This is an optimization exercise on Yosys and OpenROAD, whose aim is small area, not a production implementation. Function was checked by simulation only, so behaviour that the tests miss may differ from the original. The clock input has no modelled driver; a real chip could not lean on it and would need a root buffer or a full tree. Power is estimated from default activity; no workload was simulated.

## design/flow/config.mk

```make
export PLATFORM = sky130hd
export DESIGN_NAME = color_mapper_top
export DESIGN_NICKNAME = color_mapper_top
export VERILOG_FILES = /design/flow/design.v
export SDC_FILE = /design/flow/constraint.sdc
export NUM_CORES = 4
export LEC_CHECK = 0
export ABC_AREA = 1
export CAP_MARGIN = 20
export CORE_MARGIN = 2
export CORE_UTILIZATION = 40
export CTS_BUF_LIST = sky130_fd_sc_hd__clkbuf_4
export PLACE_DENSITY = 0.6
export SLEW_MARGIN = 20
```

## design/flow/constraint.sdc

```tcl
create_clock -name core_clock -period 15.0 [get_ports {pixel_clk}]
set_input_delay 3.0000 -clock core_clock [delete_from_list [all_inputs] [get_ports {pixel_clk}]]
set_output_delay 3.0000 -clock core_clock [all_outputs]
set_load 0.01 [all_outputs]
```

## design/flow/design.v

```verilog
module color_mapper_top (
	input  logic        pixel_clk,
	input  logic        arst_n,
	input  logic        blank,
	input  logic        start,
	input  logic        over,
	input  logic        play,
	input  logic [9:0]  draw_x,
	input  logic [9:0]  draw_y,
	input  logic [2:0]  tile,
	input  logic [99:0] bullets,
	input  logic [19:0] enemy_bullet,
	input  logic [39:0] enemy,
	input  logic        enemy_alive,
	input  logic [39:0] player,
	input  logic [1:0]  lives,
	output logic [7:0]  red,
	output logic [7:0]  green,
	output logic [7:0]  blue
);
	localparam logic [3:0] C_BLACK  = 4'd0;
	localparam logic [3:0] C_WHITE  = 4'd1;
	localparam logic [3:0] C_RED    = 4'd2;
	localparam logic [3:0] C_ENEMY  = 4'd3;
	localparam logic [3:0] C_PLAYER = 4'd4;
	localparam logic [3:0] C_LIFE   = 4'd5;
	localparam logic [3:0] C_START  = 4'd6;
	localparam logic [3:0] C_BANNER = 4'd7;
	function automatic logic [10:0] nsum(input logic [9:0] a, input logic [9:0] b);
		logic w;
		w = 1'b0;
		for (int i = 0; i < 10; i++) begin
			nsum[i] = ~(a[i] ^ b[i] ^ w);
			w = (~a[i] & b[i]) | (w & ~(a[i] ^ b[i]));
		end
		nsum[10] = w;
	endfunction
	function automatic logic [2:0] near2(input logic [10:0] s);
		logic hi1, hi0;
		hi1 = ~s[10] & (&s[9:2]);    
		hi0 = s[10] & ~(|s[9:2]);    
		near2[2] = hi1 & (s[1:0] == 2'b11);
		near2[1] = (hi1 & (s[1:0] == 2'b10)) | (hi0 & (s[1:0] == 2'b00));
		near2[0] = (hi1 & (s[1:0] == 2'b01)) | (hi0 & (s[1:0] == 2'b01));
	endfunction
	function automatic logic in_circle(input logic [9:0] nx, input logic [9:0] ny, input logic [19:0] p);
		logic [2:0] ax, ay;
		ax = near2(nsum(nx, p[19:10]));
		ay = near2(nsum(ny, p[9:0]));
		in_circle = (ax[2] & (|ay)) | (ax[1] & (ay[2] | ay[1])) | (ax[0] & ay[2]);
	endfunction
	function automatic logic absle(input logic [9:0] na, input logic [9:0] b, input logic [9:0] h);
		logic [10:0] s;
		logic r;
		s = nsum(na, b);
		r = ~s[10];
		for (int i = 0; i < 10; i++) begin
			logic v;
			v = s[i] ^ ~s[10];
			r = (~v & h[i]) | (~v & r) | (h[i] & r);
		end
		absle = r;
	endfunction
	function automatic logic in_box(input logic [9:0] nx, input logic [9:0] ny, input logic [39:0] b);
		in_box = absle(nx, b[39:30], b[19:10]) & absle(ny, b[29:20], b[9:0]);
	endfunction
	logic [9:0] nx, ny;
	logic       hit_pb, hit_eb, hit_en, hit_pl, hit_life, border, banner;
	logic       ly, l1, l2, l3;
	logic [3:0] code_d, code_q1, code_q2, code_q3;
	assign nx = draw_x;
	assign ny = draw_y;
	always_comb begin
		hit_pb = 1'b0;
		for (int i = 0; i < 5; i++) hit_pb = hit_pb | in_circle(nx, ny, bullets[20*i +: 20]);
	end
	assign hit_eb = in_circle(nx, ny, enemy_bullet);
	assign hit_en = enemy_alive & in_box(nx, ny, enemy);
	assign hit_pl = in_box(nx, ny, player);
	assign ly = (draw_y >= 10'd15) && (draw_y <= 10'd25);
	assign l1 = (draw_x >= 10'd15) && (draw_x <= 10'd25) && (lives != 2'd3);
	assign l2 = (draw_x >= 10'd35) && (draw_x <= 10'd45) && !lives[1];
	assign l3 = (draw_x >= 10'd55) && (draw_x <= 10'd65) && (lives == 2'd0);
	assign hit_life = ly & (l1 | l2 | l3);
	assign border = (draw_x <= 10'd10);
	assign banner = (draw_x >= 10'd270) && (draw_x <= 10'd370) && (draw_y >= 10'd150) && (draw_y <= 10'd225);
	always_comb begin
		if (!blank)         code_d = C_BLACK;
		else if (start)     code_d = border ? C_BLACK : C_START;
		else if (over)      code_d = banner ? C_BANNER : C_BLACK;
		else if (play) begin
			if (hit_life)      code_d = C_LIFE;
			else if (hit_pl)   code_d = C_PLAYER;
			else if (hit_en)   code_d = C_ENEMY;
			else if (hit_eb)   code_d = C_RED;
			else if (hit_pb)   code_d = C_WHITE;
			else               code_d = {1'b1, tile};
		end else            code_d = C_BLACK;
	end
	always_ff @(posedge pixel_clk or negedge arst_n) begin
		if (!arst_n) begin
			code_q1 <= C_BLACK;
			code_q2 <= C_BLACK;
			code_q3 <= C_BLACK;
		end else begin
			code_q1 <= code_d;
			code_q2 <= code_q1;
			code_q3 <= code_q2;
		end
	end
	logic [23:0] rgb;
	always_comb begin
		case (code_q3)
			C_WHITE:  rgb = 24'hffffff;
			C_RED:    rgb = 24'hff0000;
			C_ENEMY:  rgb = 24'hd08020;
			C_PLAYER: rgb = 24'h2060ff;
			C_LIFE:   rgb = 24'hffc040;
			C_START:  rgb = 24'h181860;
			C_BANNER: rgb = 24'hc02020;
			4'b1000:  rgb = 24'h4090f0;
			4'b1001:  rgb = 24'h1040c0;
			4'b1010:  rgb = 24'h30a030;
			4'b1011:  rgb = 24'h807060;
			4'b1100:  rgb = 24'h704018;
			4'b1101:  rgb = 24'h207020;
			default:  rgb = 24'h000000;
		endcase
	end
	assign red   = rgb[23:16];
	assign green = rgb[15:8];
	assign blue  = rgb[7:0];
endmodule
```

## design/flow/flow/run.sh

```bash
#!/bin/bash
# Layout flow: the standard ORFS flow (standard.sh) with three changes.
#  1. Yosys 'synth' runs with -noabc, so the RTL's gate-level ripple adders reach extract_fa
#     as written (no pre-mapping by 'abc -fast' that scrambles their polarity).
#  2. The final ABC technology mapping uses abc_map.script (area-oriented &nf mapping)
#     instead of ORFS's abc_area.script. Everything else in synthesis (no fsm/share passes,
#     flatten, renaming of function nets, register mapping) is the standard flow's synthesis unchanged.
#  3. Port buffers use sky130_fd_sc_hd__buf_1.
#  4. Clock tree synthesis without sink clustering or dummy loads (the design has 12 registers).
# Tool output: standard.log here, and ORFS's own logs under orfs/logs.
set -euo pipefail
HERE=$PWD
python3 - "$FLOW_HOME/scripts/synth.tcl" "$HERE/my_synth_core.tcl" "$HERE/flow/abc_map.script" <<'PY'
import sys
src, dst, script = sys.argv[1:4]
s = open(src).read()
old = "  log_cmd abc {*}$abc_args\n"
assert s.count(old) == 1
s = s.replace(old, "  set abc_args [lreplace $abc_args 1 1 %s]\n" % script + old)
open(dst, "w").write(s)
PY
sed -e 's/yosys synth -nofsm -noshare {\*}\$args/yosys synth -nofsm -noshare -noabc {*}$args/' \
    -e "s#source \$::env(SCRIPTS_DIR)/synth.tcl#source $HERE/my_synth_core.tcl#" synth_recipe.tcl > my_synth.tcl
grep -q -- '-noabc' my_synth.tcl
grep -q 'my_synth_core.tcl' my_synth.tcl
sed "s#SYNTH_SCRIPT=[^ ]*#SYNTH_SCRIPT=$HERE/my_synth.tcl#" standard.sh > my_standard.sh
grep -q 'my_synth.tcl' my_standard.sh
export BUFFER_PORTS_ARGS="-buffer_cell sky130_fd_sc_hd__buf_1"
export CTS_ARGS="-buf_list sky130_fd_sc_hd__clkbuf_4 -root_buf sky130_fd_sc_hd__clkbuf_4 -dont_use_dummy_load -repair_clock_nets"
bash my_standard.sh > standard.log 2>&1
```

## design/flow/flow/abc_map.script

```
strash
&get -n
&deepsyn -T 60
&dch -f
&nf -R 1000
&put
strash
&get -n
&dch -f
&nf -R 1000
&put
topo
```

## design/flow/standard.sh

```bash
#!/bin/bash
# synth_recipe.tcl (not shown) runs the flow's synth.tcl, then flattens the netlist and writes it again
# the make line also repeats each setting of config.mk as NAME=value (left out here)
make -C /OpenROAD-flow-scripts/flow DESIGN_CONFIG=/design/flow/config.mk WORK_HOME=/design/flow/orfs CLKGATE_MAP_FILE= SYNTH_SCRIPT=/design/flow/synth_recipe.tcl "${@:-finish}"
```

==> results.txt, run 1 <==
- Routability cong.: a little over 0.9
- Longest Clk Path Bufs: 2
- Routed Antenna Nets: 0
- Count leader, synth: fa_1
- First-pass GRT wire length: 27.26 mm
- GRT Max-Usage Layer: met2
- Final Net Count: between 1000 and 1500
- Initial Utilization: 41.20%
- Top FF cell, synth: dfrtp_1
- DR iter-0 viols: between 200 and 300
- Clock latency (worst-skew pair): between 200 and 300 ps
- XOR/XNOR Fraction of Synth Area: a little under 6%
- Total track usage: between 20% and 30%
- Tightest hold margin: around 350 ps
- Reg area: 300.3 µm²
- Top-area cell type share of the netlist area: about 52%
- Worst Path Required: 15120 ps
- Crit-path max cell delay: about 630 ps
- CTS tree: yes
- Htree depth: 1
- Final global-route overflow total: 0
- Cell family with most CP delay: adder cells
- Worst setup EP type: register
- Area occupied by multi-input gates: 5037 µm²
- Post-Syn Instances: 511
- DP Worst Slack: ~5000 ps
- Grt met1 use: 32.50%
- DP Wirelength: between 15 and 20 mm
- CTS Hold Bufs: 0
- GR Util met3: ~3%
- Drt drc: 0
- I/O pin cnt: approximately 260
- Layout Area Growth over Synthesis: 21.05%
- Sequential area share after synthesis: ~5.5%
- Post-synth top cells: fa_1 (144), xor2_1 (36), clkinv_1 (31), nand2_1 (28), nand4_1 (24)
- Setup TNS: 0 ps
- Fill cells: between 1000 and 1500
- Synth Area in Simple Gates: 15.13%
- Slack of the critical path: 5389 ps
- Post-CTS Setup Bufs: 0
- Chip Height: between 100 and 150 µm
- Buf+Inv Stages, Crit Path: 3
- Wirelength per Cell: 18.99 µm
- Synth Area in Adders: 56.97%
- Cell area after synthesis: around 5500 µm²
- Clk sink count: 12
- Root Buffer: clkbuf_4
- Final setup vio count: 0
- Final period utilization: around 64%
- I/O Buffers: about 260
- Largest family of logic cells by synthesized area: adder cells
- Worst min path class: reg -> reg
- Unrepaired setup endpoints after global routing: false
- Post-CTS sizing: 0
- Synthesized flop and latch total: 12
- Async SR Flop Fraction: 100.0%
- Max-slew violations: 0
- F_max: roughly 0.10 GHz
- Syn Nets: a little over 900
- Vias: around 5200
- Skew final: approximately 20 ps
- Vias in the first global route: 5327
- Maximum vdd drop: between 0.00002 and 0.00003 V
- Max-cap viol count: 0
- Critical path arrival: between 9000 and 10000 ps
- Detailed Route WL: 17.85 mm
- Post-synth top area cell: fa_1
- Min Tclk post-route: slightly below 10000 ps
- Mean Syn Cell Area: ~11 µm²
- Synth warn: 1
- Compound-Gate Fraction of Synth Area: between 10% and 20%
- Total CTS buffers: 3
- Most frequent CP cell: fa_1
- Initial antenna violation count: 1
- Top fanout value on the critical path: 11
- Crit Path Class: in -> reg
- Met2 GRT Util: approximately 42%
- Tightest Pin Transition: about 730 ps
- Via/cell ratio: between 5 and 6
- Leakage: 2.299 nW
- Die area: between 10000 and 15000 µm²
- Final Hold Violating Endpoints: 0
- Drt pass-1 iters: 5
- Power per Cell Area: between 50 and 60 nW/µm²
- Post-synth EDFFs: 0
- Synth unique cells: 41
- CORE AREA: roughly 13000 µm²
- Largest net degree at the start of global routing: 13
- Layout cell share with drive strength beyond 1: 0.3932%
- Critical path's slowest cell: fa_1
- Die width: around 120 µm
- Status: timing/DRC/antenna clean
- CP startpoint kind: primary input
- Dominant cells by area after synthesis: fa_1 (52%), xor2_1 (5.7%), dfrtp_1 (5.5%)
- Multiplexer share of the synthesized area: 0%
- Worst slew margin: slightly above 50%
- Clock transition at path regs: roughly 80 ps
- Rows: 42
area by class of cell:
class	count	area share (%)
multi-input combinational	462	75.68
timing repair buffer	255	14.38
sequential	12	4.511
tap	176	3.308
clock buffer	3	0.3383
inverter	31	1.748
antenna	1	0.03759
registers in the layout, indices dropped and copies added (netlist names):
| name | flops |
|---|---|
| code_q1 | 4 |
| code_q2 | 4 |
| code_q3 | 4 |
cell families (layout without fill, tap and decap cells):
group                      after synthesis  count (layout)
AOI/OAI and AO/OA                      107             107
buffers and inverters                   37             289
other                                    0               1
and+or+nand+nor                        154             154
DFF                                     12              12
adders and majority gates              164             164
xor gates and xnor gates                37              37
metal layers:
layer,up-vias,part of all wire (%)
met5,-,0
met4,0,2.1
met3,23,7.0
met2,223,50
met1,2565,41
li1,2391,-
final timing paths:
| kind | startpoint | to | depth (start not counted) | slack, ps |
|---|---|---|---|---|
| worst max-delay path | draw_x[1] | code_q1[2]$_DFF_PN0_ | 25 | 5390 |
| worst min-delay path | code_q1[1]$_DFF_PN0_ | code_q2[1]$_DFF_PN0_ | 0 | 350 |
| worst max register to register | code_q2[2]$_DFF_PN0_ | code_q3[2]$_DFF_PN0_ | 0 | 14480 |
| worst min register to register | code_q1[1]$_DFF_PN0_ | code_q2[1]$_DFF_PN0_ | 0 | 350 |
| max in group asynchronous | arst_n | code_q3[3]$_DFF_PN0_ | 1 | 11860 |
| min in group asynchronous | arst_n | code_q2[2]$_DFF_PN0_ | 1 | 2710 |
stage by stage:
step	util (%)	cell area, µm²	total power [W]	instances
finish	49.87	6656	0.0003410	940
CTS	49.85	6654	0.0003412	939
floorplan	-	5499	0.0002312	511
global route	49.85	6654	0.0003825	939
detailed placement	49.68	6631	0.0003207	936
global placement	49.68	6631	0.0003117	936
report_power, final:
part | internal [W] | total (W) | switching, W
Combinational | 0.000124 | 0.000286 | 0.000163
Sequential | 0.0000342 | 0.0000361 | 0.00000184
Clock | 0.00000923 | 0.0000185 | 0.00000929
Total | 0.000167 | 0.000341 | 0.000174
cell usage in the layout, fill, tap and decap left out, types with 8 or more instances in the layout:
| cell type | n |
|---|---|
| nor4_1 | 21 |
| fa_1 | 144 |
| a22oi_1 | 13 |
| dfrtp_1 | 12 |
| a221oi_1 | 11 |
| nor2b_1 | 12 |
| o211ai_1 | 8 |
| ha_1 | 20 |
| nand4_1 | 24 |
| o21ai_0 | 13 |
| nor3_1 | 21 |
| nand3_1 | 9 |
| clkinv_1 | 31 |
| nand2_1 | 28 |
| xor2_1 | 36 |
| a21oi_1 | 15 |
| o22ai_1 | 18 |
| nor2_1 | 20 |
| buf_1 | 255 |
==> run 2: changes to the inputs <==
--- a/design/flow/flow/run.sh
+++ b/design/flow/flow/run.sh
@@ -27,4 +27,4 @@
 grep -q 'my_synth.tcl' my_standard.sh
 export BUFFER_PORTS_ARGS="-buffer_cell sky130_fd_sc_hd__buf_1"
-export CTS_ARGS="-buf_list sky130_fd_sc_hd__clkbuf_4 -root_buf sky130_fd_sc_hd__clkbuf_4 -dont_use_dummy_load -repair_clock_nets"
+export CTS_ARGS="-buf_list sky130_fd_sc_hd__clkbuf_8 -root_buf sky130_fd_sc_hd__clkbuf_8 -distance_between_buffers 500 -dont_use_dummy_load -repair_clock_nets"
 bash my_standard.sh > standard.log 2>&1
==> results.txt, run 2 <==
- Final std cells w/o fill: 940 (unchanged)
- Fill cells: 1275 (-0.31%)
- CTS Hold Bufs: 0 (unchanged)
- Clock latency (worst-skew pair): 240 ps (-30 ps)
- Total track usage: 24.30% (unchanged)
- Min Tclk post-route: 9668 ps (+57.48 ps)
- Largest registers: code_q1 x4, code_q2 x4, code_q3 x4
- Slack of the critical path: 5332 ps (-57.48 ps)
- Worst Path Required: 15080 ps (-40 ps)
- Top-area cell type share of the netlist area: 52.42% (unchanged)
- Layout cell share with drive strength beyond 1: 0.3932% (unchanged)
- Root Buffer: clkbuf_8
- Initial Utilization: 41.20% (unchanged)
- Post-layout total power: 0.0003502 W (+2.7%)
- Die area: 14700 µm² (unchanged)
- Largest net degree at the start of global routing: 13 (unchanged)
- Synth unique cells: 41 (unchanged)
- Routed Antenna Nets: 0 (unchanged)
- Top fanout value on the critical path: 11 (unchanged)
- Async SR Flop Fraction: 100.0% (unchanged)
- I/O Buffers: 255 (unchanged)
- Unrepaired setup endpoints after global routing: false
- Worst min path class: reg -> reg
- Total CTS buffers: 3 (unchanged)
- Detailed Route WL: 17.81 mm (-0.21%)
- Tightest hold margin: 346.1 ps (-5.515 ps)
- Clk sink count: 12 (unchanged)
- DP Worst Slack: 5049 ps (unchanged)
- Post-CTS Setup Bufs: 0 (unchanged)
- Skew final: 13.24 ps (-6.563 ps)
- Worst r2r src: code_q2[2]$_DFF_PN0_
- Post-CTS sizing: 0 (unchanged)
- Tightest Pin Transition: 743.1 ps (+12.81 ps)
- Cell area after synthesis: 5499 µm² (unchanged)
- Met2 GRT Util: 42.28% (unchanged)
- Clock transition at path regs: 50 ps (-30 ps)
- Worst setup EP type: register
- Post-synth EDFFs: 0 (unchanged)
- Leakage: 2.306 nW (+0.34%)
- Final Net Count: 1161 (unchanged)
- Max-slew violations: 0 (unchanged)
- Dominant cells by area after synthesis: fa_1 (52%), xor2_1 (5.7%), dfrtp_1 (5.5%)
- Synth warn: 1 (unchanged)
- Critical path arrival: 9750 ps (+20 ps)
- Drt drc: 0 (unchanged)
- Chip Height: 121.3 µm (unchanged)
- Top FF cell, synth: dfrtp_1
- Post-Syn Instances: 511 (unchanged)
- Longest Clk Path Bufs: 2 (unchanged)
- Status: timing/DRC/antenna clean
- Reg area: 300.3 µm² (unchanged)
- Area occupied by multi-input gates: 5037 µm² (unchanged)
- Final period utilization: 64.46% (+0.38 points)
- Hold_sp: code_q1[1]$_DFF_PN0_
- WHS Path Cells: 0 (unchanged)
- Wirelength per Cell: 18.94 µm (-0.21%)
- GR Util met3: 3.008% (unchanged)
- Cells on worst reg2reg path: 0 (unchanged)
- Via/cell ratio: 5.521 (-0.23%)
- Synthesized flop and latch total: 12 (unchanged)
- Syn Nets: 907 (unchanged)
- Setup TNS: 0 ps (unchanged)
- DP Wirelength: 15.79 mm (unchanged)
- Most frequent cells in the layout: buf_1 (255), fa_1 (144), xor2_1 (36)
- Inst Count DP: 936 (unchanged)
- Routability cong.: 0.9207 (unchanged)
- Maximum vdd drop: 0.00002906 V (+16%)
- GRT Max-Usage Layer: met2
- I/O pin cnt: 256 (unchanged)
- Mean Syn Cell Area: 10.76 µm² (unchanged)
- Final Hold Violating Endpoints: 0 (unchanged)
- Most common cell after layout, fill and taps aside: buf_1
- DR iter-0 viols: 306 (+8.9%)
- Layout Area Growth over Synthesis: 21.39%
- Die width: 121.3 µm (unchanged)
- RR Endpoint: code_q3[2]$_DFF_PN0_
- WHS Endpoint: code_q2[1]$_DFF_PN0_
- Final global-route overflow total: 0 (unchanged)
- Drt pass-1 iters: 5 (unchanged)
- F_max: 0.1034 GHz (-0.59%)
- Count leader, synth: fa_1
- Initial antenna violation count: 1 (unchanged)
- Grt met1 use: 32.50% (unchanged)
- Vias: 5190 (-0.23%)
- Post-synth top cells: fa_1 (144), xor2_1 (36), clkinv_1 (31), nand2_1 (28), nand4_1 (24)
- Worst slew margin: 49.83% (-0.87 points)
- Crit Path Class: in -> reg
- Vias in the first global route: 5327 (unchanged)
- First-pass GRT wire length: 27.26 mm (about the same)
- Post-synth top area cell: fa_1
- Power per Cell Area: 52.46 nW/µm² (+2.4%)
- CTS tree: yes
- Final setup vio count: 0 (unchanged)
- Rows: 42 (unchanged)
- Max-cap viol count: 0 (unchanged)
- CORE AREA: 13350 µm² (unchanged)
- Sequential area share after synthesis: 5.461% (unchanged)
- CP startpoint kind: primary input
- Htree depth: 1 (unchanged)
- FF-to-FF setup slack: 14500 ps (+20 ps)
[run 2: final cells by class]
type / count / area share, %
multi-input cells: 462 / 75.46
flip-flops and latches: 12 / 4.499
repair buffers: 255 / 14.34
inverters: 31 / 1.743
well taps: 176 / 3.299
clock buffers: 3 / 0.6186
diodes: 1 / 0.03749
[run 2: cell families (layout without fill, tap and decap cells)]
| group | Yosys count | in the layout | share of synthesized area (%) |
|---|---|---|---|
| AND/OR/NAND/NOR | 154 | 154 | 15.13 |
| XOR/XNOR | 37 | 37 | 5.893 |
| adder cells (fa/ha/maj) | 164 | 164 | 56.97 |
| other | 0 | 1 | 0 |
| flip-flops | 12 | 12 | 5.461 |
| AO/OA/AOI/OAI | 107 | 107 | 13.61 |
| buffers and inverters | 37 | 289 | 2.935 |
[run 2: metal layers]
layer  part of all wire [%]  vias up
met3                    7.5       23
li1                       -     2388
met4                    2.1        0
met2                     50      245
met5                      0        -
met1                     40     2534
[run 2: worst max path at each step]
| stage | from | endpoint | slack (ps) |
|---|---|---|---|
| finish | draw_x[1] | code_q1[2]$_DFF_PN0_ | 5330 |
| global route | draw_x[1] | code_q1[1]$_DFF_PN0_ | 4790 |
| CTS | draw_x[1] | code_q1[1]$_DFF_PN0_ | 5280 |
| detailed placement | draw_x[1] | code_q1[1]$_DFF_PN0_ | 5050 |
| global placement | draw_x[1] | code_q1[1]$_DFF_PN0_ | 5190 |
| floorplan | draw_x[1] | code_q1[1]$_DFF_PN0_ | 6070 |
[run 2: worst max-delay path, stage by stage]
cell      delay [ps]
buf_1            210
clkinv_1         560
fa_1             630
fa_1             380
fa_1             390
fa_1             380
fa_1             390
fa_1             380
fa_1             400
fa_1             390
fa_1             610
clkinv_1         100
ha_1             220
nand2_1           70
a221oi_1          70
o21ai_0          180
o221ai_1         130
a21oi_1          150
a221oi_1          60
o21ai_0          320
nand4_1          320
nand4_1          200
nand2_1           60
nand2_1           60
nand3_1           70
[run 2: stage by stage]
stage / utilization [%] / cell area (µm²)
3_5_place_dp: 49.68 / 6631
4_1_cts: 49.99 / 6673
2_1_floorplan: - / 5499
6_report: 50.01 / 6675
3_3_place_gp: 49.68 / 6631
5_1_grt: 49.99 / 6673
[run 2: report_power, final]
part / internal (W) / switching [W] / leakage [nW]
Clock: 0.0000176 / 0.0000104 / 0.0216
Sequential: 0.0000343 / 0.00000187 / 0.160
Combinational: 0.000124 / 0.000162 / 2.13
==> run 3: changes to the inputs <==
--- a/design/flow/flow/run.sh
+++ b/design/flow/flow/run.sh
@@ -27,4 +27,4 @@
 grep -q 'my_synth.tcl' my_standard.sh
 export BUFFER_PORTS_ARGS="-buffer_cell sky130_fd_sc_hd__buf_1"
-export CTS_ARGS="-buf_list sky130_fd_sc_hd__clkbuf_8 -root_buf sky130_fd_sc_hd__clkbuf_8 -distance_between_buffers 500 -dont_use_dummy_load -repair_clock_nets"
+export CTS_ARGS="-buf_list sky130_fd_sc_hd__clkbuf_4 -root_buf sky130_fd_sc_hd__clkbuf_4 -sink_clustering_enable -sink_clustering_size 30 -sink_clustering_max_diameter 500 -dont_use_dummy_load -repair_clock_nets"
 bash my_standard.sh > standard.log 2>&1
==> results.txt, run 3 <==
- Post-CTS sizing: 0 (unchanged)
- Chip Height: 121.3 µm (unchanged)
- Largest registers: code_q1 x4, code_q2 x4, code_q3 x4
- Synthesized flop and latch total: 12 (unchanged)
- Clock transition at path regs: 80 ps (+30 ps)
- Min Tclk post-route: 9611 ps (-57.48 ps)
- Post-synth top cells: fa_1 (144), xor2_1 (36), clkinv_1 (31), nand2_1 (28), nand4_1 (24)
- Top FF cell, synth: dfrtp_1
- Sequential Power Share: 10.6% (+0.3 points)
- Setup TNS: 0 ps (unchanged)
- Initial antenna violation count: 1 (unchanged)
- Clock network power share: 5.4% (-2.6 points)
- Critical path arrival: 9730 ps (-20 ps)
- Cell Int Power: 0.0001671 W (-4.8%)
- Wirelength per Cell: 18.99 µm (+0.21%)
- Psw: 0.0001739 W (-0.45%)
- Root Buffer: clkbuf_4
- Post-synth top area cell: fa_1
- Worst min path class: reg -> reg
- Sequential area share after synthesis: 5.461% (unchanged)
- Syn Nets: 907 (unchanged)
- Synth unique cells: 41 (unchanged)
- Max-slew violations: 0 (unchanged)
- Total track usage: 24.30% (unchanged)
- Power per Cell Area: 51.22 nW/µm² (-2.3%)
- Final Net Count: 1161 (unchanged)
- Synth warn: 1 (unchanged)
- Mean Syn Cell Area: 10.76 µm² (unchanged)
- Skew final: 19.80 ps (+6.563 ps)
- Worst Path Required: 15120 ps (+40 ps)
- Drt drc: 0 (unchanged)
- Combinational share of power: 84.0% (+2.3 points)
- Htree depth: 1 (unchanged)
- Net Sw Frac: 51.00% (+1.1 points)
- Fill cells: 1279 (+0.31%)
- Crit Path Class: in -> reg
- F_max: 0.1040 GHz (+0.60%)
- DR iter-0 viols: 281 (-8.2%)
- Unrepaired setup endpoints after global routing: false
- DP Wirelength: 15.79 mm (unchanged)
- Leakage: 2.299 nW (-0.34%)
- Layout cell share with drive strength beyond 1: 0.3932% (unchanged)
- Final global-route overflow total: 0 (unchanged)
- Worst setup EP type: register
- Top fanout value on the critical path: 11 (unchanged)
- Initial Utilization: 41.20% (unchanged)
- Cell area after synthesis: 5499 µm² (unchanged)
- Die width: 121.3 µm (unchanged)
- Rows: 42 (unchanged)
- Die area: 14700 µm² (unchanged)
- CTS Hold Bufs: 0 (unchanged)
- I/O pin cnt: 256 (unchanged)
- Routed Antenna Nets: 0 (unchanged)
- CTS tree: yes
- Worst slew margin: 50.70% (+0.87 points)
- CP startpoint kind: primary input
- Vias: 5202 (+0.23%)
- Tightest Pin Transition: 730.3 ps (-12.81 ps)
- Maximum vdd drop: 0.00002505 V (-14%)
- Final setup vio count: 0 (unchanged)
- Drt pass-1 iters: 5 (unchanged)
- Most frequent cells in the layout: buf_1 (255), fa_1 (144), xor2_1 (36)
- CORE AREA: 13350 µm² (unchanged)
- Final Core Density: 49.87% (-0.14 points)
- I/O Buffers: 255 (unchanged)
- Most common cell after layout, fill and taps aside: buf_1
- Async SR Flop Fraction: 100.0% (unchanged)
- Clock latency (worst-skew pair): 270 ps (+30 ps)
- Vias in the first global route: 5327 (unchanged)
- Post-CTS Setup Bufs: 0 (unchanged)
- Longest Clk Path Bufs: 2 (unchanged)
- Detailed Route WL: 17.85 mm (+0.21%)
- Dominant cells by area after synthesis: fa_1 (52%), xor2_1 (5.7%), dfrtp_1 (5.5%)
- Reg area: 300.3 µm² (unchanged)
- Area occupied by multi-input gates: 5037 µm² (unchanged)
- Top-area cell type share of the netlist area: 52.42% (unchanged)
- Max-cap viol count: 0 (unchanged)
- Post-Syn Instances: 511 (unchanged)
- Total CTS buffers: 3 (unchanged)
- Clk sink count: 12 (unchanged)
- Status: timing/DRC/antenna clean
- Largest net degree at the start of global routing: 13 (unchanged)
- Routability cong.: 0.9207 (unchanged)
- Via/cell ratio: 5.534 (+0.23%)
- Post-synth EDFFs: 0 (unchanged)
- Count leader, synth: fa_1
- Final Hold Violating Endpoints: 0 (unchanged)
- Final period utilization: 64.07% (-0.38 points)
- Layout Area Growth over Synthesis: 21.05%
- First-pass GRT wire length: 27.26 mm (about the same)
[run 3: cell count changes in the layout (fill, tap and decap cells not counted)]
cell	change
clkbuf_4	+3
clkbuf_8	-3
[run 3: worst paths after layout]
path	from	endpoint	slack (ps)	cells past startpoint
worst max-delay path	draw_x[1]	code_q1[2]$_DFF_PN0_	5390	25
worst min-delay path	code_q1[1]$_DFF_PN0_	code_q2[1]$_DFF_PN0_	350	0
worst max register to register	code_q2[2]$_DFF_PN0_	code_q3[2]$_DFF_PN0_	14480	0
worst min register to register	code_q1[1]$_DFF_PN0_	code_q2[1]$_DFF_PN0_	350	0
min in group asynchronous	arst_n	code_q2[2]$_DFF_PN0_	2710	1
max in group asynchronous	arst_n	code_q3[3]$_DFF_PN0_	11860	1
[run 3: critical path, cell delays in order]
cell and delay [ps]:
buf_1 200, clkinv_1 550, fa_1 630, fa_1 380, fa_1 390, fa_1 380, fa_1 390, fa_1 380
fa_1 400, fa_1 390, fa_1 610, clkinv_1 100, ha_1 220, nand2_1 70, a221oi_1 70, o21ai_0 180
o221ai_1 130, a21oi_1 150, a221oi_1 60, o21ai_0 320, nand4_1 320, nand4_1 200, nand2_1 60, nand2_1 60
nand3_1 70
[run 3: metrics by stage]
| stage | instance area, µm² | total power (W) | setup WS [ps] | hold slack, ps | cells |
|---|---|---|---|---|---|
| floorplan | 5499 | 0.0002312 | 6071 | 331.2 | 511 |
| global placement | 6631 | 0.0003117 | 5192 | 335.3 | 936 |
| detailed placement | 6631 | 0.0003207 | 5049 | 334.7 | 936 |
| CTS | 6654 | 0.0003412 | 5323 | 351.1 | 939 |
| global route | 6654 | 0.0003825 | 4831 | 358.5 | 939 |
| finish | 6656 | 0.0003410 | 5389 | 351.6 | 940 |
[run 3: cell type report]
cell class | count | share of cell area, %
multi-input cells | 462 | 75.68
diodes | 1 | 0.03759
clock buffers | 3 | 0.3383
repair buffers | 255 | 14.38
inverters | 31 | 1.748
flip-flops and latches | 12 | 4.511
well taps | 176 | 3.308
[run 3: cells by family (layout without fill, tap and decap cells)]
group / Yosys count / in the layout / synth area share (%)
AO/OA/AOI/OAI: 107 / 107 / 13.61
XOR/XNOR: 37 / 37 / 5.893
adder cells (fa/ha/maj): 164 / 164 / 56.97
buffers and inverters: 37 / 289 / 2.935
flip-flops: 12 / 12 / 5.461
other: 0 / 1 / 0
AND/OR/NAND/NOR: 154 / 154 / 15.13
[run 3: power by group through the flow]
stage	Sequential, W	Combinational [W]	Clock [W]
final	0.0000361	0.000286	0.0000185
after detailed placement	0.0000367	0.000284	0
after CTS	0.0000361	0.000286	0.0000188
after floorplan	0.0000361	0.000195	0
after global routing	0.0000364	0.000326	0.0000201
after global placement	0.0000367	0.000275	0
[run 3: routing by layer]
layer | vias to the layer above | GRT usage [%] | part of all wire, %
li1 | 2391 | - | -
met1 | 2565 | 32.50 | 41
met2 | 223 | 42.28 | 50
met3 | 23 | 3.008 | 7.0
met4 | 0 | 5.675 | 2.1
met5 | - | 0 | 0
==> run 4: changes to the inputs <==
--- a/design/flow/design.v
+++ b/design/flow/design.v
@@ -20,11 +20,11 @@
 );
 	localparam logic [3:0] C_BLACK  = 4'd0;
-	localparam logic [3:0] C_WHITE  = 4'd1;
-	localparam logic [3:0] C_RED    = 4'd2;
+	localparam logic [3:0] C_RED    = 4'd1;
+	localparam logic [3:0] C_BANNER = 4'd2;
 	localparam logic [3:0] C_ENEMY  = 4'd3;
-	localparam logic [3:0] C_PLAYER = 4'd4;
+	localparam logic [3:0] C_START  = 4'd4;
 	localparam logic [3:0] C_LIFE   = 4'd5;
-	localparam logic [3:0] C_START  = 4'd6;
-	localparam logic [3:0] C_BANNER = 4'd7;
+	localparam logic [3:0] C_WHITE  = 4'd6;
+	localparam logic [3:0] C_PLAYER = 4'd7;
 	function automatic logic [10:0] nsum(input logic [9:0] a, input logic [9:0] b);
 		logic w;
@@ -95,5 +95,5 @@
 			else if (hit_eb)   code_d = C_RED;
 			else if (hit_pb)   code_d = C_WHITE;
-			else               code_d = {1'b1, tile};
+			else               code_d = {1'b1, ~tile};
 		end else            code_d = C_BLACK;
 	end
@@ -119,10 +119,10 @@
 			C_START:  rgb = 24'h181860;
 			C_BANNER: rgb = 24'hc02020;
-			4'b1000:  rgb = 24'h4090f0;
-			4'b1001:  rgb = 24'h1040c0;
-			4'b1010:  rgb = 24'h30a030;
-			4'b1011:  rgb = 24'h807060;
-			4'b1100:  rgb = 24'h704018;
-			4'b1101:  rgb = 24'h207020;
+			4'b1111:  rgb = 24'h4090f0;
+			4'b1110:  rgb = 24'h1040c0;
+			4'b1101:  rgb = 24'h30a030;
+			4'b1100:  rgb = 24'h807060;
+			4'b1011:  rgb = 24'h704018;
+			4'b1010:  rgb = 24'h207020;
 			default:  rgb = 24'h000000;
 		endcase
--- a/design/flow/flow/run.sh
+++ b/design/flow/flow/run.sh
@@ -27,4 +27,4 @@
 grep -q 'my_synth.tcl' my_standard.sh
 export BUFFER_PORTS_ARGS="-buffer_cell sky130_fd_sc_hd__buf_1"
-export CTS_ARGS="-buf_list sky130_fd_sc_hd__clkbuf_4 -root_buf sky130_fd_sc_hd__clkbuf_4 -sink_clustering_enable -sink_clustering_size 30 -sink_clustering_max_diameter 500 -dont_use_dummy_load -repair_clock_nets"
+export CTS_ARGS="-buf_list sky130_fd_sc_hd__clkbuf_8 -root_buf sky130_fd_sc_hd__clkbuf_8 -sink_clustering_enable -sink_clustering_size 50 -sink_clustering_max_diameter 1000 -sink_clustering_levels 1 -dont_use_dummy_load -repair_clock_nets"
 bash my_standard.sh > standard.log 2>&1
==> results.txt, run 4 <==
- Wirelength per Cell: 19.12 µm (+0.71%)
- DR iter-0 viols: 247 (-12%)
- Sequential area share after synthesis: 5.482% (+0.021 points)
- Async SR Flop Fraction: 100.0% (unchanged)
- Die width: 121.0 µm (-0.19%)
- Layout Area Growth over Synthesis: 21.43%
- Leakage: 2.322 nW (+1.0%)
- Post-CTS Setup Bufs: 0 (unchanged)
- Vias in the first global route: 5714 (+7.3%)
- Die area: 14650 µm² (-0.37%)
- Final setup vio count: 0 (unchanged)
- Skew final: 3.365 ps (-16.44 ps)
- Final global-route overflow total: 0 (unchanged)
- Top fanout value on the critical path: 11 (unchanged)
- Top-area cell type share of the netlist area: 52.63% (+0.20 points)
- Min Tclk post-route: 9915 ps (+303.8 ps)
- Clock latency (worst-skew pair): 230 ps (-40 ps)
- First-pass GRT wire length: 27.74 mm (+1.8%)
- Status: timing/DRC/antenna clean
- Max-slew violations: 0 (unchanged)
- Synth unique cells: 47 (+15%)
- Root Buffer: clkbuf_8
- DP Wirelength: 16.07 mm (+1.7%)
- Cells on worst reg2reg path: 0 (unchanged)
- Tightest Pin Transition: 865.5 ps (+135.2 ps)
- Unrepaired setup endpoints after global routing: false
- Worst Path Required: 15170 ps (+50 ps)
- Routed Antenna Nets: 0 (unchanged)
- Worst r2r src: code_q2[2]$_DFF_PN0_
- Most frequent cells in the layout: buf_1 (255), fa_1 (144), xor2_1 (36)
- Design area: 6651 µm² (about the same)
- Largest registers: code_q1 x4, code_q2 x4, code_q3 x4
- Post-synth top area cell: fa_1
- Crit Path Class: in -> reg
- DP Area: 6610 µm² (-0.32%)
- Rows: 42 (unchanged)
- CTS Hold Bufs: 0 (unchanged)
- Clk sink count: 12 (unchanged)
- Post-synth top cells: fa_1 (144), xor2_1 (36), clkinv_1 (31), nand2_1 (30), nand4_1 (21)
- Total track usage: 24.62% (+0.32 points)
- Worst setup path end: code_q1[2]$_DFF_PN0_
- Mean Syn Cell Area: 10.74 µm² (-0.19%)
- Ant. Diodes: 0 (-1)
- I/O Buffers: 255 (unchanged)
- Layout cell share with drive strength beyond 1: 0.3937% (+0.00052 points)
- I/O pin cnt: 256 (unchanged)
- Final Hold Violating Endpoints: 0 (unchanged)
- Drt pass-1 iters: 4 (-1)
- Longest Clk Path Bufs: 2 (unchanged)
- CTS tree: yes
- Detailed Route WL: 17.93 mm (+0.49%)
- Post-Syn Instances: 510 (-0.20%)
- Tightest hold margin: 342.7 ps (-8.872 ps)
- Drt drc: 0 (unchanged)
- Final std cells w/o fill: 938 (-0.21%)
- Critical path arrival: 10080 ps (+350 ps)
- WHS Path Cells: 0 (unchanged)
- Via/cell ratio: 5.580 (+0.83%)
- Cell area after synthesis: 5478 µm² (-0.39%)
- Synthesized flop and latch total: 12 (unchanged)
- Syn Nets: 906 (-0.11%)
- Inst Count DP: 935 (-0.11%)
- Top FF cell, synth: dfrtp_1
- Dominant cells by area after synthesis: fa_1 (53%), xor2_1 (5.8%), dfrtp_1 (5.5%)
- Total CTS buffers: 3 (unchanged)
- Setup TNS: 0 ps (unchanged)
- Htree depth: 1 (unchanged)
- Post-synth EDFFs: 0 (unchanged)
- Final period utilization: 66.10% (+2.0 points)
- Count leader, synth: fa_1
- Synth warn: 1 (unchanged)
- Worst slew margin: 41.77% (-8.9 points)
- CP startpoint kind: primary input
- Power per Cell Area: 51.81 nW/µm² (+1.1%)
- FF-to-FF setup slack: 14520 ps (+40 ps)
- Final Net Count: 1160 (-0.086%)
- CP startpoint: draw_x[1]
- CORE AREA: 13300 µm² (-0.39%)
- Maximum vdd drop: 0.00002176 V (-13%)
- Worst min path class: reg -> reg
- Most common cell after layout, fill and taps aside: buf_1
- Routability cong.: 0.8897 (-3.4%)
- Initial Utilization: 41.20% (about the same)
- Largest net degree at the start of global routing: 13 (unchanged)
- Clock transition at path regs: 50 ps (-30 ps)
- Worst setup EP type: register
- Vias: 5234 (+0.62%)
- RR Endpoint: code_q3[2]$_DFF_PN0_
- Chip Height: 121.0 µm (-0.19%)
- F_max: 0.1009 GHz (-3.1%)
- Initial antenna violation count: 0 (-1)
- Post-CTS sizing: 0 (unchanged)
- Max-cap viol count: 0 (unchanged)
[run 4: changes by cell type in the layout (fill, tap and decap cells not counted), moves of 4 or more]
cell / previous run / this run
nor2b_1: 12 / 6
a21oi_1: 15 / 19
a31oi_1: 3 / 8
o211ai_1: 8 / 3
and3_1: 0 / 4
[run 4: worst min path at each step]
stage                                     from                    to  slack, ps
after floorplan           code_q1[0]$_DFF_PN0_  code_q2[0]$_DFF_PN0_        330
after global placement    code_q2[0]$_DFF_PN0_  code_q3[0]$_DFF_PN0_        330
after detailed placement  code_q1[3]$_DFF_PN0_  code_q2[3]$_DFF_PN0_        340
after CTS                 code_q1[3]$_DFF_PN0_  code_q2[3]$_DFF_PN0_        340
after global routing      code_q1[3]$_DFF_PN0_  code_q2[3]$_DFF_PN0_        350
final                     code_q1[3]$_DFF_PN0_  code_q2[3]$_DFF_PN0_        340
[run 4: kinds of logic after synthesis]
logic type               synth area share, %
XOR/XNOR                               5.916
buffers and inverters                  2.946
flip-flops                             5.482
adder cells (fa/ha/maj)                57.19
AO/OA/AOI/OAI                          12.75
multiplexers                          0.2056
AND/OR/NAND/NOR                        15.51
[run 4: power by group]
part | switching (W) | internal [W] | total (W)
registers | 0.00000166 | 0.0000341 | 0.0000358
clock network | 0.0000103 | 0.0000176 | 0.0000279
logic | 0.000159 | 0.000122 | 0.000281
[run 4: metrics by stage]
step | setup WS (ps) | total power (W) | utilization, %
finish | 5085 | 0.0003446 | 50.03
global route | 4592 | 0.0003836 | 50.03
CTS | 5093 | 0.0003451 | 50.03
detailed placement | 4857 | 0.0003161 | 49.72
global placement | 5038 | 0.0003055 | 49.72
floorplan | 5736 | 0.0002243 | -
[run 4: cell type report]
class	instances	area (µm²)
fill	1266	6644
multi-input combinational	461	5016
timing repair buffer	255	957.2
sequential	12	300.3
tap	176	220.2
inverter	31	116.4
clock buffer	3	41.29
[run 4: worst max-delay path: stages]
cell      delay [ps]
buf_1            120
clkinv_1         540
fa_1             640
fa_1             390
fa_1             390
fa_1             390
fa_1             390
fa_1             390
fa_1             390
fa_1             390
fa_1             610
xor2_1           260
a221oi_1         310
o21ai_0          120
o221ai_1          90
a21oi_1          100
a221oi_1         210
nor2_1            80
a221oi_1         270
nor3_1           140
nor3b_1          330
a21oi_1          120
nor3b_1          200
o221a_1          200
[run 4: metal layers]
layer / vias to the layer above / wire (µm) / GRT usage (%)
met1: 2558 / 6774 / 30.41
met2: 255 / 9160 / 44.42
met4: 0 / 575 / 8.140
met3: 38 / 1423 / 3.102
li1: 2383 / - / -
met5: - / 0 / 0
==> run 5: changes to the inputs <==
--- a/design/flow/flow/run.sh
+++ b/design/flow/flow/run.sh
@@ -27,4 +27,4 @@
 grep -q 'my_synth.tcl' my_standard.sh
 export BUFFER_PORTS_ARGS="-buffer_cell sky130_fd_sc_hd__buf_1"
-export CTS_ARGS="-buf_list sky130_fd_sc_hd__clkbuf_8 -root_buf sky130_fd_sc_hd__clkbuf_8 -sink_clustering_enable -sink_clustering_size 50 -sink_clustering_max_diameter 1000 -sink_clustering_levels 1 -dont_use_dummy_load -repair_clock_nets"
+export CTS_ARGS="-buf_list sky130_fd_sc_hd__clkbuf_4 -root_buf sky130_fd_sc_hd__clkbuf_4 -dont_use_dummy_load -repair_clock_nets"
 bash my_standard.sh > standard.log 2>&1
==> results.txt, run 5 <==
- Status: timing/DRC/antenna clean
- Worst min path class: reg -> reg
- Most frequent CP cell: fa_1
- Root Buffer: clkbuf_4
- CTS Hold Bufs: 0 (unchanged)
- Tightest hold margin: 344.8 ps (+2.127 ps)
- Most frequent cells in the layout: buf_1 (255), fa_1 (144), xor2_1 (36)
- Post-synth top cells: fa_1 (144), xor2_1 (36), clkinv_1 (31), nand2_1 (30), nand4_1 (21)
- Layout Area Growth over Synthesis: 21.08%
- Crit Path Class: in -> reg
- Min Tclk post-route: 9897 ps (-17.91 ps)
- XOR/XNOR Fraction of Synth Area: 5.916% (unchanged)
- Cell area after synthesis: 5478 µm² (unchanged)
- Worst slew margin: 41.74% (about the same)
- Max-slew violations: 0 (unchanged)
- Final global-route overflow total: 0 (unchanged)
- Mean Syn Cell Area: 10.74 µm² (unchanged)
- Crit-path max cell delay: 640 ps (about the same)
- Psw: 0.0001701 W (-0.49%)
- Post-synth top area cell: fa_1
- Post-synth EDFFs: 0 (unchanged)
- Total CTS buffers: 3 (unchanged)
- Final std cells w/o fill: 938 (unchanged)
- Final period utilization: 65.98% (-0.12 points)
- Maximum vdd drop: 0.00001874 V (-14%)
- Final setup vio count: 0 (unchanged)
- DP Wirelength: 16.07 mm (unchanged)
- Top fanout value on the critical path: 11 (unchanged)
- Clock network power share: 5.5% (-2.6 points)
- CORE AREA: 13300 µm² (unchanged)
- Die width: 121.0 µm (unchanged)
- Multiplexer share of the synthesized area: 0.2056% (unchanged)
- Async SR Flop Fraction: 100.0% (unchanged)
- Compound-Gate Fraction of Synth Area: 12.75% (unchanged)
- Power per Cell Area: 50.57 nW/µm² (-2.4%)
- Sequential Power Share: 10.6% (+0.2 points)
- Clk sink count: 12 (unchanged)
- Critical path's slowest cell: fa_1
- Final Net Count: 1160 (unchanged)
- Post-Syn Instances: 510 (unchanged)
- Ant. Diodes: 0 (unchanged)
- Largest net degree at the start of global routing: 13 (unchanged)
- First-pass GRT wire length: 27.76 mm (about the same)
- Sequential area share after synthesis: 5.482% (unchanged)
- Initial Utilization: 41.20% (unchanged)
- Net Sw Frac: 50.71% (+1.1 points)
- Total track usage: 24.65% (+0.030 points)
- Critical path arrival: 10100 ps (+20 ps)
- Max-cap viol count: 0 (unchanged)
- Setup TNS: 0 ps (unchanged)
- Synth warn: 1 (unchanged)
- Leakage: 2.315 nW (-0.33%)
- Fill cells: 1266 (unchanged)
- Initial antenna violation count: 0 (unchanged)
- Routed Antenna Nets: 0 (unchanged)
- Largest family of logic cells by synthesized area: adder cells
- CP Cell Sequence: buf_1, clkinv_1, fa_1, fa_1, fa_1, fa_1, fa_1, fa_1, fa_1, fa_1, fa_1, xor2_1, a221oi_1, o21ai_0, o221ai_1, a21oi_1, a221oi_1, nor2_1, a221oi_1, nor3_1, nor3b_1, a21oi_1, nor3b_1, o221a_1
- Inst Count DP: 935 (unchanged)
- Wirelength per Cell: 19.10 µm (about the same)
- Combinational share of power: 83.8% (+2.3 points)
- Cell Int Power: 0.0001653 W (-4.8%)
- F_max: 0.1010 GHz (+0.18%)
- Longest Clk Path Bufs: 2 (unchanged)
- Synthesized flop and latch total: 12 (unchanged)
- Post-CTS sizing: 0 (unchanged)
- Synth unique cells: 47 (unchanged)
- Drt drc: 0 (unchanged)
- Skew final: 4.306 ps (+0.9404 ps)
- Post-CTS Setup Bufs: 0 (unchanged)
- Final Core Density: 49.89% (-0.14 points)
- Unrepaired setup endpoints after global routing: false
- I/O pin cnt: 256 (unchanged)
- Clock latency (worst-skew pair): 260 ps (+30 ps)
- Count leader, synth: fa_1
- Synth Area in Adders: 57.20% (unchanged)
- Final Hold Violating Endpoints: 0 (unchanged)
- Worst setup EP type: register
- Reg area: 300.3 µm² (unchanged)
- Top FF cell, synth: dfrtp_1
- Via/cell ratio: 5.591 (+0.19%)
- I/O Buffers: 255 (unchanged)
- Htree depth: 1 (unchanged)
- Chip Height: 121.0 µm (unchanged)
- Tightest Pin Transition: 865.9 ps (+0.3952 ps)
- Die area: 14650 µm² (unchanged)
- Most common cell after layout, fill and taps aside: buf_1
- DR iter-0 viols: 236 (-4.5%)
- Worst Path Required: 15200 ps (+30 ps)
- Drt pass-1 iters: 4 (unchanged)
- Synth Area in Simple Gates: 15.51% (unchanged)
- Rows: 42 (unchanged)
- Routability cong.: 0.8897 (unchanged)
- Vias: 5244 (+0.19%)
- Syn Nets: 906 (unchanged)
- CP startpoint kind: primary input
- Area occupied by multi-input gates: 5016 µm² (unchanged)
- CTS tree: yes
- Vias in the first global route: 5720 (+0.11%)
- Clock transition at path regs: 70 ps (+20 ps)
- Detailed Route WL: 17.92 mm (about the same)
- Top-area cell type share of the netlist area: 52.63% (unchanged)
- Dominant cells by area after synthesis: fa_1 (53%), xor2_1 (5.8%), dfrtp_1 (5.5%)
- Layout cell share with drive strength beyond 1: 0.3937% (unchanged)
- Largest registers: code_q1 x4, code_q2 x4, code_q3 x4
==> run 5: logic make-up (layout without fill, tap and decap cells) <==
group	count (synthesis)	in the layout
AO/OA/AOI/OAI	102	102
XOR/XNOR	37	37
adder cells (fa/ha/maj)	164	164
buffers and inverters	37	289
flip-flops	12	12
multiplexers	1	1
AND/OR/NAND/NOR	157	157
==> run 5: power by group through the flow <==
stage                     logic (W)  registers, W  clock network [W]
after floorplan            0.000189     0.0000356                  0
after detailed placement   0.000280     0.0000362                  0
after CTS                  0.000281     0.0000356          0.0000192
after global routing       0.000318     0.0000359          0.0000209
after global placement     0.000269     0.0000360                  0
final                      0.000281     0.0000356          0.0000185
==> run 5: metrics by stage <==
stage | setup WS (ps) | total power (W) | cell area [µm²]
5_1_grt | 4627 | 0.0003743 | 6633
4_1_cts | 5126 | 0.0003357 | 6633
3_5_place_dp | 4857 | 0.0003161 | 6610
2_1_floorplan | 5736 | 0.0002243 | 5478
3_3_place_gp | 5038 | 0.0003055 | 6610
6_report | 5103 | 0.0003354 | 6633
==> run 5: path summary, 6_finish.rpt <==
check / from / slack (ps) / to / depth (start not counted)
setup reg to reg: code_q2[2]$_DFF_PN0_ / 14520 / code_q3[2]$_DFF_PN0_ / 0
max in group asynchronous: arst_n / 11860 / code_q1[2]$_DFF_PN0_ / 1
hold reg to reg: code_q1[3]$_DFF_PN0_ / 340 / code_q2[3]$_DFF_PN0_ / 0
min in group asynchronous: arst_n / 2730 / code_q2[3]$_DFF_PN0_ / 1
hold / removal: code_q1[3]$_DFF_PN0_ / 340 / code_q2[3]$_DFF_PN0_ / 0
setup / recovery: draw_x[1] / 5100 / code_q1[2]$_DFF_PN0_ / 24
==> run 5: metal layers <==
metal / track usage [%] / wire (µm)
met1: 30.38 / 6836
met2: 44.45 / 9121
met3: 3.102 / 1345
met4: 8.358 / 615
met5: 0 / 0
==> run 5: cell type report <==
type / instances / area share (%)
Clock buffer: 3 / 0.3396
Timing Repair Buffer: 255 / 14.43
Inverter: 31 / 1.754
Multi-Input combinational cell: 461 / 75.63
Sequential cell: 12 / 4.527
Tap cell: 176 / 3.320
==> run 5: worst max-delay path, delay by kind of cell <==
family / cells / cell delay [ps]
buffers and inverters: 2 / 650
adders and majority gates: 9 / 3980
and+or+nand+nor: 4 / 760
xor gates and xnor gates: 1 / 260
AOI/OAI and AO/OA: 8 / 1430
==> run 6: changes to the inputs <==
--- a/design/flow/flow/run.sh
+++ b/design/flow/flow/run.sh
@@ -1,4 +1,4 @@
 #!/bin/bash
-# Layout flow: the standard ORFS flow (standard.sh) with three changes.
+# Layout flow: the standard ORFS flow (standard.sh) with these changes.
 #  1. Yosys 'synth' runs with -noabc, so the RTL's gate-level ripple adders reach extract_fa
 #     as written (no pre-mapping by 'abc -fast' that scrambles their polarity).
@@ -7,5 +7,6 @@
 #     flatten, renaming of function nets, register mapping) is the standard flow's synthesis unchanged.
 #  3. Port buffers use sky130_fd_sc_hd__buf_1.
-#  4. Clock tree synthesis without sink clustering or dummy loads (the design has 12 registers).
+#  4. Clock tree synthesis without dummy loads, and flow/post_cts.tcl then drives all 12
+#     registers from the root clock buffer (the leaf buffers CTS adds are removed).
 # Tool output: standard.log here, and ORFS's own logs under orfs/logs.
 set -euo pipefail
@@ -28,3 +29,4 @@
 export BUFFER_PORTS_ARGS="-buffer_cell sky130_fd_sc_hd__buf_1"
 export CTS_ARGS="-buf_list sky130_fd_sc_hd__clkbuf_4 -root_buf sky130_fd_sc_hd__clkbuf_4 -dont_use_dummy_load -repair_clock_nets"
+export POST_CTS_TCL="$HERE/flow/post_cts.tcl"
 bash my_standard.sh > standard.log 2>&1
==> design/flow/flow/post_cts.tcl (new file) <==
# After clock tree synthesis: the design has 12 registers, so drive them all from the
# root clock buffer and remove the leaf buffers CTS added under it.
set block [ord::get_db_block]
set root [$block findInst clkbuf_0_pixel_clk]
if { $root != "NULL" } {
  set rootnet [[$root findITerm X] getNet]
  foreach inst [$block getInsts] {
    set name [$inst getName]
    if { ![string match "clkbuf_1_*_pixel_clk" $name] } { continue }
    set onet [[$inst findITerm X] getNet]
    foreach it [$onet getITerms] {
      if { [$it getInst] != $inst } {
        $it disconnect
        $it connect $rootnet
      }
    }
    [$inst findITerm A] disconnect
    [$inst findITerm X] disconnect
    odb::dbInst_destroy $inst
    odb::dbNet_destroy $onet
    puts "post_cts: removed leaf clock buffer $name"
  }
  # the root net now spans the whole core: route it with default rules
  $rootnet setNonDefaultRule NULL
  estimate_parasitics -placement
  report_clock_skew
}
==> results.txt, run 6 <==
- Drt drc: 0 (unchanged)
- Die area: 14650 µm² (unchanged)
- Rows: 42 (unchanged)
- Dominant cells by area after synthesis: fa_1 (53%), xor2_1 (5.8%), dfrtp_1 (5.5%)
- Chip Height: 121.0 µm (unchanged)
- Status: timing/DRC/antenna clean
- DP Wirelength: 16.07 mm (unchanged)
- Post-layout total power: 0.0003279 W (-2.2%)
- Critical path arrival: 10070 ps (-30 ps)
- Final Net Count: 1158 (-0.17%)
- Async SR Flop Fraction: 100.0% (unchanged)
- First-pass GRT wire length: 27.72 mm (-0.12%)
- Total track usage: 24.54% (-0.11 points)
- Power per Cell Area: 49.55 nW/µm² (-2.0%)
- Final setup vio count: 0 (unchanged)
- Vias: 5241 (-0.057%)
- Worst min path class: reg -> reg
- Crit Path Class: in -> reg
- Final global-route overflow total: 0 (unchanged)
- Worst Path Required: 15120 ps (-80 ps)
- Layout Area Growth over Synthesis: 20.81%
- Post-synth top area cell: fa_1
- Routed Antenna Nets: 0 (unchanged)
- Synth unique cells: 47 (unchanged)
- Initial Utilization: 41.20% (unchanged)
- Design area: 6618 µm² (-0.23%)
- Largest registers: code_q1 x4, code_q2 x4, code_q3 x4
- Top fanout value on the critical path: 11 (unchanged)
- WHS Endpoint: code_q3[1]$_DFF_PN0_
- Most common cell after layout, fill and taps aside: buf_1
- Final period utilization: 66.34% (+0.36 points)
- Routability cong.: 0.8897 (unchanged)
- Final std cells w/o fill: 936 (-0.21%)
- Count leader, synth: fa_1
- RR Endpoint: code_q3[2]$_DFF_PN0_
- CP startpoint kind: primary input
- Skew final: 0.7214 ps (-3.584 ps)
- DR iter-0 viols: 250 (+5.9%)
- Via/cell ratio: 5.599 (+0.16%)
- Post-synth EDFFs: 0 (unchanged)
- CP Cell Sequence: buf_1, clkinv_1, fa_1, fa_1, fa_1, fa_1, fa_1, fa_1, fa_1, fa_1, fa_1, xor2_1, a221oi_1, o21ai_0, o221ai_1, a21oi_1, a221oi_1, nor2_1, a221oi_1, nor3_1, nor3b_1, a21oi_1, nor3b_1, o221a_1
- Worst slew margin: 42.43% (+0.69 points)
- Clock transition at path regs: 120 ps (+50 ps)
- Crit-path max cell delay: 640 ps (about the same)
- I/O Buffers: 255 (unchanged)
- FF-to-FF setup slack: 14510 ps (about the same)
- Layout cell share with drive strength beyond 1: 0.1316% (-0.26 points)
- Vias in the first global route: 5690 (-0.52%)
- Post-Syn Instances: 510 (unchanged)
- Worst setup EP type: register
- Wirelength per Cell: 19.14 µm (+0.21%)
- Tightest Pin Transition: 855.6 ps (-10.24 ps)
- Initial antenna violation count: 0 (unchanged)
- Post-synth top cells: fa_1 (144), xor2_1 (36), clkinv_1 (31), nand2_1 (30), nand4_1 (21)
- Most frequent CP cell: fa_1
- Max-slew violations: 0 (unchanged)
- Synth warn: 1 (unchanged)
- Die width: 121.0 µm (unchanged)
- Cells on worst reg2reg path: 0 (unchanged)
- F_max: 0.1005 GHz (-0.54%)
- Top-area cell type share of the netlist area: 52.63% (unchanged)
- Clock latency (worst-skew pair): 170 ps (-90 ps)
- Min Tclk post-route: 9951 ps (+53.86 ps)
- Syn Nets: 906 (unchanged)
- Ant. Diodes: 0 (unchanged)
- Final Hold Violating Endpoints: 0 (unchanged)
- Cell family with most CP delay: adder cells
- Worst r2r src: code_q2[2]$_DFF_PN0_
- Detailed Route WL: 17.92 mm (about the same)
- Synthesized flop and latch total: 12 (unchanged)
- Most frequent cells in the layout: buf_1 (255), fa_1 (144), xor2_1 (36)
- Sequential area share after synthesis: 5.482% (unchanged)
- Inst Count DP: 935 (unchanged)
- Mean Syn Cell Area: 10.74 µm² (unchanged)
- Critical path's slowest cell: fa_1
- Tightest hold margin: 361.5 ps (+16.70 ps)
- Largest net degree at the start of global routing: 13 (unchanged)
- Buf+Inv Stages, Crit Path: 2 (unchanged)
- Unrepaired setup endpoints after global routing: false
- Hold_sp: code_q2[1]$_DFF_PN0_
- Clk sink count: 12 (unchanged)
- CORE AREA: 13300 µm² (unchanged)
- Maximum vdd drop: 0.00001995 V (+6.5%)
- I/O pin cnt: 256 (unchanged)
- Cell area after synthesis: 5478 µm² (unchanged)
- Top FF cell, synth: dfrtp_1
- Max-cap viol count: 0 (unchanged)
- WHS Path Cells: 0 (unchanged)
- DP Area: 6610 µm² (unchanged)
- Leakage: 2.305 nW (-0.40%)
- CP startpoint: draw_x[1]
- Setup TNS: 0 ps (unchanged)
- Drt pass-1 iters: 5 (+1)
-- run 6: kinds of logic (layout without fill, tap and decap cells) --
logic type	count (synthesis)	in the layout	share of synthesized area (%)
adder cells (fa/ha/maj)	164	164	57.19
AND/OR/NAND/NOR	157	157	15.51
AO/OA/AOI/OAI	102	102	12.75
XOR/XNOR	37	37	5.916
buffers and inverters	37	287	2.946
flip-flops	12	12	5.482
multiplexers	1	1	0.2056
-- run 6: worst max path at each step --
stage	to	cells past startpoint
after floorplan	code_q1[2]$_DFF_PN0_	23
after global placement	code_q1[2]$_DFF_PN0_	24
after detailed placement	code_q1[2]$_DFF_PN0_	24
after global routing	code_q1[2]$_DFF_PN0_	24
final	code_q1[2]$_DFF_PN0_	24
-- run 6: layer usage --
layer	part of all wire [%]	track usage (%)	wire, µm	vias up
met5	0	0	0	-
met4	3.4	7.703	615	0
met3	7.7	2.961	1374	42
met2	51	44.45	9107	246
met1	38	30.41	6820	2578
li1	-	-	-	2375
-- run 6: final cells by class --
| type | instances | area [µm²] |
|---|---|---|
| flip-flops and latches | 12 | 300.3 |
| clock buffers | 1 | 7.507 |
| repair buffers | 255 | 957.2 |
| multi-input cells | 461 | 5016 |
| fillers | 1268 | 6678 |
| inverters | 31 | 116.4 |
| well taps | 176 | 220.2 |
-- run 6: metrics by stage --
| stage | worst slack, ps | utilization, % |
|---|---|---|
| after global routing | 4556 | 49.77 |
| after floorplan | 5736 | - |
| final | 5049 | 49.77 |
| after detailed placement | 4857 | 49.72 |
| after global placement | 5038 | 49.72 |
-- run 6: report_power, final --
part	internal [W]	total, W	switching (W)	leakage, nW
logic	0.000122	0.000281	0.000159	2.14
clock network	0.00000321	0.0000110	0.00000778	0.00460
registers	0.0000340	0.0000356	0.00000165	0.163
total	0.000159	0.000328	0.000169	2.31
==> run 7: changes to the inputs <==
--- a/design/flow/flow/run.sh
+++ b/design/flow/flow/run.sh
@@ -28,5 +28,5 @@
 grep -q 'my_synth.tcl' my_standard.sh
 export BUFFER_PORTS_ARGS="-buffer_cell sky130_fd_sc_hd__buf_1"
-export CTS_ARGS="-buf_list sky130_fd_sc_hd__clkbuf_4 -root_buf sky130_fd_sc_hd__clkbuf_4 -dont_use_dummy_load -repair_clock_nets"
+export CTS_ARGS="-buf_list sky130_fd_sc_hd__clkbuf_4 -root_buf sky130_fd_sc_hd__clkbuf_8 -dont_use_dummy_load -repair_clock_nets"
 export POST_CTS_TCL="$HERE/flow/post_cts.tcl"
 bash my_standard.sh > standard.log 2>&1
==> results.txt, run 7 <==
- First-pass GRT wire length: 27.68 mm (-0.15%)
- Syn Nets: 906 (unchanged)
- Tightest hold margin: 352.7 ps (-8.806 ps)
- Top fanout value on the critical path: 11 (unchanged)
- Post-Syn Instances: 510 (unchanged)
- DP Area: 6610 µm² (unchanged)
- Net Sw Frac: 51.03% (-0.40 points)
- Clock network power share: 4.3% (+0.9 points)
- Max-slew violations: 0 (unchanged)
- Psw: 0.0001690 W (+0.20%)
- Layout cell share with drive strength beyond 1: 0.1316% (unchanged)
- CP startpoint: draw_x[1]
- Synth Area in Adders: 57.20% (unchanged)
- Worst setup EP type: register
- Cell family with most CP delay: adder cells
- Design area: 6624 µm² (about the same)
- Async SR Flop Fraction: 100.0% (unchanged)
- Routed Antenna Nets: 0 (unchanged)
- Most frequent cells in the layout: buf_1 (255), fa_1 (144), xor2_1 (36)
- Drt pass-1 iters: 5 (unchanged)
- Total track usage: 24.49% (-0.051 points)
- Combinational share of power: 84.9% (-0.9 points)
- Worst r2r src: code_q2[2]$_DFF_PN0_
- CP startpoint kind: primary input
- Clock latency (worst-skew pair): 140 ps (-30 ps)
- Status: timing/DRC/antenna clean
- XOR/XNOR Fraction of Synth Area: 5.916% (unchanged)
- Critical path arrival: 10080 ps (about the same)
- Most frequent CP cell: fa_1
- Final Hold Violating Endpoints: 0 (unchanged)
- I/O Buffers: 255 (unchanged)
- Min Tclk post-route: 9994 ps (+43.35 ps)
- Final setup vio count: 0 (unchanged)
- Largest family of logic cells by synthesized area: adder cells
- Chip Height: 121.0 µm (unchanged)
- Sequential Power Share: 10.8% (about the same)
- Met2 GRT Util: 44.42% (about the same)
- Post-synth top area cell: fa_1
- Initial Utilization: 41.20% (unchanged)
- Layout Area Growth over Synthesis: 20.92% (about the same)
- Compound-Gate Fraction of Synth Area: 12.75% (unchanged)
- Final Core Density: 49.82% (about the same)
- Power per Cell Area: 49.99 nW/µm² (+0.88%)
- Drt drc: 0 (unchanged)
- Maximum vdd drop: 0.00002462 V (+23%)
- Vias: 5261 (+0.38%)
- Final period utilization: 66.63% (+0.29 points)
- CORE AREA: 13300 µm² (unchanged)
- Die area: 14650 µm² (unchanged)
- Max-cap viol count: 0 (unchanged)
- Hold_sp: code_q2[1]$_DFF_PN0_
- I/O pin cnt: 256 (unchanged)
- Detailed Route WL: 17.93 mm (about the same)
- DP Wirelength: 16.07 mm (unchanged)
- Tightest Pin Transition: 842.6 ps (-13.02 ps)
- Initial antenna violation count: 0 (unchanged)
- Via/cell ratio: 5.621 (+0.38%)
- Cell area after synthesis: 5478 µm² (unchanged)
- Critical path's slowest cell: fa_1
- Vias in the first global route: 5685 (-0.088%)
- Post-synth top cells: fa_1 (144), xor2_1 (36), clkinv_1 (31), nand2_1 (30), nand4_1 (21)
- Wirelength per Cell: 19.16 µm (about the same)
- Buf+Inv Stages, Crit Path: 2 (unchanged)
- Top-area cell type share of the netlist area: 52.63% (unchanged)
- Synth unique cells: 47 (unchanged)
- Rows: 42 (unchanged)
- Die width: 121.0 µm (unchanged)
- Largest registers: code_q1 x4, code_q2 x4, code_q3 x4
- Leakage: 2.308 nW (+0.11%)
- GRT Max-Usage Layer: met2
- Grt met1 use: 30.38% (-0.031 points)
- Synthesized flop and latch total: 12 (unchanged)
- Sequential area share after synthesis: 5.482% (unchanged)
- Post-synth EDFFs: 0 (unchanged)
- Count leader, synth: fa_1
- Final Net Count: 1158 (unchanged)
- Worst min path class: reg -> reg
- Multiplexer share of the synthesized area: 0.2056% (unchanged)
- Crit-path max cell delay: 640 ps (about the same)
- Largest net degree at the start of global routing: 13 (unchanged)
- Unrepaired setup endpoints after global routing: false
- Clk sink count: 12 (unchanged)
- Clock transition at path regs: 80 ps (-40 ps)
- Worst Path Required: 15080 ps (-40 ps)
- Routability cong.: 0.8897 (unchanged)
- GR Util met3: 2.961% (unchanged)
- F_max: 0.1001 GHz (-0.43%)
- Synth Area in Simple Gates: 15.51% (unchanged)
- Skew final: 0.6441 ps (-0.07731 ps)
- Ant. Diodes: 0 (unchanged)
- DR iter-0 viols: 264 (+5.6%)
- Dominant cells by area after synthesis: fa_1 (53%), xor2_1 (5.8%), dfrtp_1 (5.5%)
- Cell Int Power: 0.0001622 W (+1.8%)
- Mean Syn Cell Area: 10.74 µm² (unchanged)
- Synth warn: 1 (unchanged)
- Crit Path Class: in -> reg
- Setup TNS: 0 ps (unchanged)
- Top FF cell, synth: dfrtp_1
- Final global-route overflow total: 0 (unchanged)
- Worst slew margin: 43.31% (+0.88 points)
- CP Cell Sequence: buf_1, clkinv_1, fa_1, fa_1, fa_1, fa_1, fa_1, fa_1, fa_1, fa_1, fa_1, xor2_1, a221oi_1, o21ai_0, o221ai_1, a21oi_1, a221oi_1, nor2_1, a221oi_1, nor3_1, nor3b_1, a21oi_1, nor3b_1, o221a_1
- Most common cell after layout, fill and taps aside: buf_1
-- run 7: cell count changes in the layout (fill, tap and decap cells not counted) --
cell / change
clkbuf_4: -1
clkbuf_8: +1
-- run 7: metrics by stage --
stage	total power (W)	cells	setup WS, ps
after global routing	0.0003686	936	4504
after global placement	0.0003055	935	5038
after detailed placement	0.0003161	935	4857
after floorplan	0.0002243	510	5736
final	0.0003311	936	5006
-- run 7: per-layer routing --
metal / vias up / routed length, µm
met5: - / 0
met1: 2582 / 6801
li1: 2378 / -
met4: 0 / 607
met2: 259 / 9120
met3: 42 / 1401
-- run 7: final cells by class --
cell class	instances	area, µm²
clock buffers	1	13.76
inverters	31	116.4
multi-input cells	461	5016
repair buffers	255	957.2
well taps	176	220.2
flip-flops and latches	12	300.3
fillers	1267	6671
-- run 7: logic make-up (layout without fill, tap and decap cells) --
family                     count (synthesis)  after routing
AOI/OAI and AO/OA                        102            102
xor gates and xnor gates                  37             37
adders and majority gates                164            164
buffers and inverters                     37            287
DFF                                       12             12
muxes                                      1              1
and+or+nand+nor                          157            157
-- run 7: power by group through the flow --
stage | clock network [W] | registers, W | logic (W)
final | 0.0000143 | 0.0000356 | 0.000281
after global routing | 0.0000152 | 0.0000359 | 0.000318
after detailed placement | 0 | 0.0000362 | 0.000280
after floorplan | 0 | 0.0000356 | 0.000189
after global placement | 0 | 0.0000360 | 0.000269
-- run 7: path summary, 6_finish.rpt --
| kind | end | slack (ps) | depth (start not counted) |
|---|---|---|---|
| max | code_q1[2]$_DFF_PN0_ | 5010 | 24 |
| min | code_q3[1]$_DFF_PN0_ | 350 | 0 |
| max reg2reg | code_q3[2]$_DFF_PN0_ | 14520 | 0 |
| min reg2reg | code_q3[1]$_DFF_PN0_ | 350 | 0 |
| max in group asynchronous | code_q1[1]$_DFF_PN0_ | 11740 | 1 |
| min in group asynchronous | code_q3[2]$_DFF_PN0_ | 2850 | 1 |

Re-timed with assumed drivers on the ports (clkbuf_16 on the clock, buf_2 on other inputs), run 7 has 5.002 ns of setup slack against 5.006 ns with ideal ports, and 4.845 ns once port delays also move by the mid clock arrival of 0.158 ns.
